This is an optimization exercise on Yosys and OpenROAD, whose aim is small area, not a production implementation. The RTL was checked by simulation tests, not by an equivalence proof against the original design. Power figures rest on the tool's default switching activity, not on a simulated workload.

lane 5:
## lockInTop
module lockInTop (
    input  logic               clk,
    input  logic               rstN,
    input  logic        [15:0] divFast,
    input  logic        [15:0] divSlow,
    input  logic signed [15:0] sIn,
    output logic signed [5:0]  modSlope,
    output logic signed [25:0] modOut,
    output logic signed [15:0] demodF,
    output logic signed [15:0] demodFQ,
    output logic signed [15:0] demod2f,
    output logic signed [15:0] demod2fQ,
    output logic signed [15:0] demod3f,
    output logic signed [15:0] demod3fQ
);
export LEC_CHECK = 0
export ABC_AREA = 1
export CAP_MARGIN = 0
export CORE_MARGIN = 2
export CORE_UTILIZATION = 55
export PLACE_DENSITY = 0.7
export SLEW_MARGIN = 0
create_clock -name core_clock -period 10.0 [get_ports {clk}]
standard.sh (not shown) runs the stock make flow with config.mk's settings and CLKGATE_MAP_FILE= SYNTH_SCRIPT=/design/flow/synth_recipe.tcl, a recipe that flattens the netlist after the stock synthesis.
==> flow/flow/run.sh <==
#!/bin/bash
# The standard layout (standard.sh), with these changes to how it is built:
#  - synthesis is the standard flow's own script, with an area-oriented ABC mapping script
#    (flow/synth_wrap.tcl, flow/abc_area_map.script); flip-flops are mapped as before;
#  - the port buffers are plain buf_1 cells (every port still gets its buffer);
#  - clock tree synthesis uses small clock buffers and no dummy loads (flow/cts_args.txt).
set -euo pipefail
here="$(pwd)"
export BUFFER_PORTS_ARGS="-buffer_cell sky130_fd_sc_hd__buf_1"
export CTS_ARGS="$(cat flow/cts_args.txt)"
export MY_ABC_SCRIPT="$here/flow/abc_area_map.script"
export FLOW_SYNTH_TCL="$here/synth_recipe.tcl"
sed "s|SYNTH_SCRIPT=[^ ]*|SYNTH_SCRIPT=$here/flow/synth_wrap.tcl|" standard.sh > my_standard.sh
bash my_standard.sh > standard.log 2>&1
==> flow/flow/abc_area_map.script <==
strash
dch -f
amap
topo
==> flow/flow/cts_args.txt <==
-sink_clustering_enable -repair_clock_nets -dont_use_dummy_load -buf_list {sky130_fd_sc_hd__clkbuf_4} -root_buf sky130_fd_sc_hd__clkbuf_4 -sink_clustering_buffer sky130_fd_sc_hd__clkbuf_4 -sink_clustering_size 10 -sink_clustering_max_diameter 50
==> flow/flow/synth_wrap.tcl <==
# The standard flow's synthesis script (synth_recipe.tcl), with one change: the ABC mapping step
# uses flow/abc_area_map.script (area-oriented amap) instead of ORFS's ABC script.
# Everything before and after ABC, flip-flop mapping included, is unchanged.
proc abc {args} {
  set i [lsearch $args -script]
  if {$i >= 0} {
    lset args [expr {$i + 1}] $::env(MY_ABC_SCRIPT)
  }
  puts "synth_wrap: abc $args"
  yosys abc {*}$args
}
source $::env(FLOW_SYNTH_TCL)
Relative to lane 5, the following input files were edited for lane 2:
diff --git a/flow/flow/run.sh b/flow/flow/run.sh
--- a/flow/flow/run.sh
+++ b/flow/flow/run.sh
@@ -8,2 +8,3 @@
 here="$(pwd)"
+export GPL_KEEP_OVERFLOW=0
 export BUFFER_PORTS_ARGS="-buffer_cell sky130_fd_sc_hd__buf_1"
diff --git a/flow/config.mk b/flow/config.mk
--- a/flow/config.mk
+++ b/flow/config.mk
@@ -10,4 +10,3 @@
 export CORE_MARGIN = 2
-export CORE_UTILIZATION = 55
-export PLACE_DENSITY = 0.7
+export CORE_UTILIZATION = 40
 export SLEW_MARGIN = 0
Notes after the runs:
Relative to lane 5, the floorplan row count measured on lane 2 has increased by more than 10%.
Taking lane 5 as the reference point, the worst setup slack of lane 2 falls by 0.012 ns.
Relative to lane 5, combinational share of power has decreased by 0.2 points in lane 2.
Min antenna cell count across lane 5 and lane 2: lane 5

---

## xenon
Starting RTL as in the previous note.
clock: 10.0 ns
lec_check: 0
abc_area: 1
cap_margin: 0
core_margin: 2
core_utilization: 40
gpl_timing_driven: 0
slew_margin: 0
==> flow/flow/run.sh <==
#!/bin/bash
# The standard layout (standard.sh), with these changes to how it is built:
#  - synthesis is the standard flow's own script, with an area-oriented ABC mapping script
#    (flow/synth_wrap.tcl, flow/abc_area_map.script); flip-flops are mapped as before;
#  - the port buffers are plain buf_1 cells (every port still gets its buffer);
#  - clock tree synthesis uses small clock buffers (flow/cts_args.txt).
set -euo pipefail
here="$(pwd)"
export BUFFER_PORTS_ARGS="-buffer_cell sky130_fd_sc_hd__buf_1"
export CTS_ARGS="$(cat flow/cts_args.txt)"
export MY_ABC_SCRIPT="$here/flow/abc_area_map.script"
export FLOW_SYNTH_TCL="$here/synth_recipe.tcl"
sed "s|SYNTH_SCRIPT=[^ ]*|SYNTH_SCRIPT=$here/flow/synth_wrap.tcl|" standard.sh > my_standard.sh
bash my_standard.sh > standard.log 2>&1
==> flow/flow/cts_args.txt <==
-sink_clustering_enable -repair_clock_nets -dont_use_dummy_load -buf_list {sky130_fd_sc_hd__clkbuf_8} -root_buf sky130_fd_sc_hd__clkbuf_8 -sink_clustering_size 16 -sink_clustering_max_diameter 60
Scripts as last shown in full above: flow/flow/abc_area_map.script, flow/flow/synth_wrap.tcl
xenon did not stop at any stage, and its layout met the timing, DRC and antenna checks.
--- input diff xenon..juniper ---
-- flow/config.mk --
<<< xenon, line 12
export GPL_TIMING_DRIVEN = 0
>>> juniper, line 12
Notes after the runs:
juniper does better than xenon on register-to-register slack. Against xenon as the reference, juniper delivers a lower combinational power share. Of juniper and xenon, it is juniper that has the lower number of buffers inserted during clock tree synthesis. In the tables for juniper and xenon, transition time at the pin with the least slew margin reads higher with juniper. Fraction of synthesized cell area in xor and xnor cells: xenon vs juniper — no meaningful difference. Between xenon and juniper, the number of standard cells in the final layout excluding fillers figures differ only marginally. xenon ended up with fa_1 as its slowest cell on the critical path; juniper ended up with dfstp_2. Taking xenon as the reference, in juniper signed area change from the synthesized netlist to the final layout lost 1.1 points; total power consumption of the routed design now sits lower. Going from xenon to juniper, half-perimeter wire length of the detailed placement result now sits lower; net switching component of the power now sits lower.
For maple, these inputs were changed with respect to juniper:
-- flow/flow/run.sh --
<<< juniper, line 6
#  - clock tree synthesis uses small clock buffers (flow/cts_args.txt).
>>> maple, line 6
#  - clock tree synthesis uses small clock buffers and no dummy loads (flow/cts_args.txt).
==> flow/flow/cts_args.txt <==
-sink_clustering_enable -repair_clock_nets -dont_use_dummy_load -buf_list {sky130_fd_sc_hd__clkbuf_4} -root_buf sky130_fd_sc_hd__clkbuf_4 -sink_clustering_buffer sky130_fd_sc_hd__clkbuf_4 -sink_clustering_size 10 -sink_clustering_max_diameter 50
Compared with juniper, maple shows a lower design area.
[compare] base=juniper new=maple: H-tree depth up 1, sequential share of cell area up 0.26 points.

---

lockInTop, a different RTL version from the one above (not shown whole).
Size in the first run: ~1600 cells after synthesis, about 180 I/O pins, ~0.015 mm^2 of cells after synthesis.
export LEC_CHECK = 0
export ABC_AREA = 1
export CAP_MARGIN = 20
export CORE_MARGIN = 2
export CORE_UTILIZATION = 40
export SLEW_MARGIN = 20
create_clock -name core_clock -period 10.0 [get_ports {clk}]
==> flow/flow/run.sh <==
#!/bin/bash
# The standard layout (standard.sh), with two changes to how it is built:
#  - the port buffers are plain buf_1 cells (every port still gets its buffer);
#  - clock tree synthesis uses small clock buffers and larger sink clusters.
export BUFFER_PORTS_ARGS="-buffer_cell sky130_fd_sc_hd__buf_1"
if [[ -f flow/cts_args.txt ]]; then
  export CTS_ARGS="$(cat flow/cts_args.txt)"
fi
bash standard.sh > standard.log 2>&1
==> flow/flow/cts_args.txt <==
-sink_clustering_enable -repair_clock_nets -dont_use_dummy_load -buf_list {sky130_fd_sc_hd__clkbuf_8} -root_buf sky130_fd_sc_hd__clkbuf_8 -sink_clustering_size 16 -sink_clustering_max_diameter 60
The baseline finished clean.
Edit:
==> flow/flow/cts_args.txt (replaced) <==
-sink_clustering_enable -repair_clock_nets -dont_use_dummy_load -buf_list {sky130_fd_sc_hd__clkbuf_8} -root_buf sky130_fd_sc_hd__clkbuf_8 -sink_clustering_size 24 -sink_clustering_max_diameter 50
--- a/flow/config.mk
+++ b/flow/config.mk
@@ -9,4 +9,5 @@
 export CAP_MARGIN = 20
 export CORE_MARGIN = 2
-export CORE_UTILIZATION = 40
+export CORE_UTILIZATION = 70
+export PLACE_DENSITY = 0.8
 export SLEW_MARGIN = 20
Die area shrinks by well over a third.
Critical path depth fell by 7.
Utilization grows by 33 points.
Sequential cell count does not change.
Synthesized cell count does not change.
Maximum frequency went up slightly.
Wire length decreases by a few percent.
Final area came out lower slightly.
Total power rose slightly.

port drivers added, routing unchanged:
In the flow no input, the clock included, has a driving cell. The finished layouts below were timed again as built, in two steps.
Step 1 (the two cells are an assumption about what drives the block):
set clk [get_ports {clk}]
set_driving_cell -lib_cell sky130_fd_sc_hd__clkbuf_16 $clk
set_driving_cell -lib_cell sky130_fd_sc_hd__buf_2 [delete_from_list [all_inputs] $clk]
Step 2 moves the port delays by t, midway between the first and last clock arrival at a register: inputs arrive t later, outputs are due t later. That takes back most of the time a late clock gives input paths.
Slacks: no drivers / after step 1 / after step 2; pairs: no drivers / after step 1.
run	t (ns)	setup WS [ns]	worst setup path after step 2
lane 5	0.722	0.538 / 0.538 / 0.054	input to register
lane 2	0.667	0.527 / 0.527 / 0.138	input to register
xenon	0.614	0.421 / 0.421 / 0.049	input to register
juniper	0.602	0.593 / 0.592 / 0.200	input to register
maple	0.657	0.593 / 0.593 / 0.193	input to register
the first run of note 3	0.629	0.532 / 0.532 / 0.051	input to register
the second run of note 3	0.605	0.576 / 0.575 / -0.030	input to register
Met with ideal ports but missed after step 2: setup timing in the second run of note 3. For the second run of note 3, which loses most, drivers alone change the setup slack by -0.001 ns; drivers and shift together by -0.606 ns.
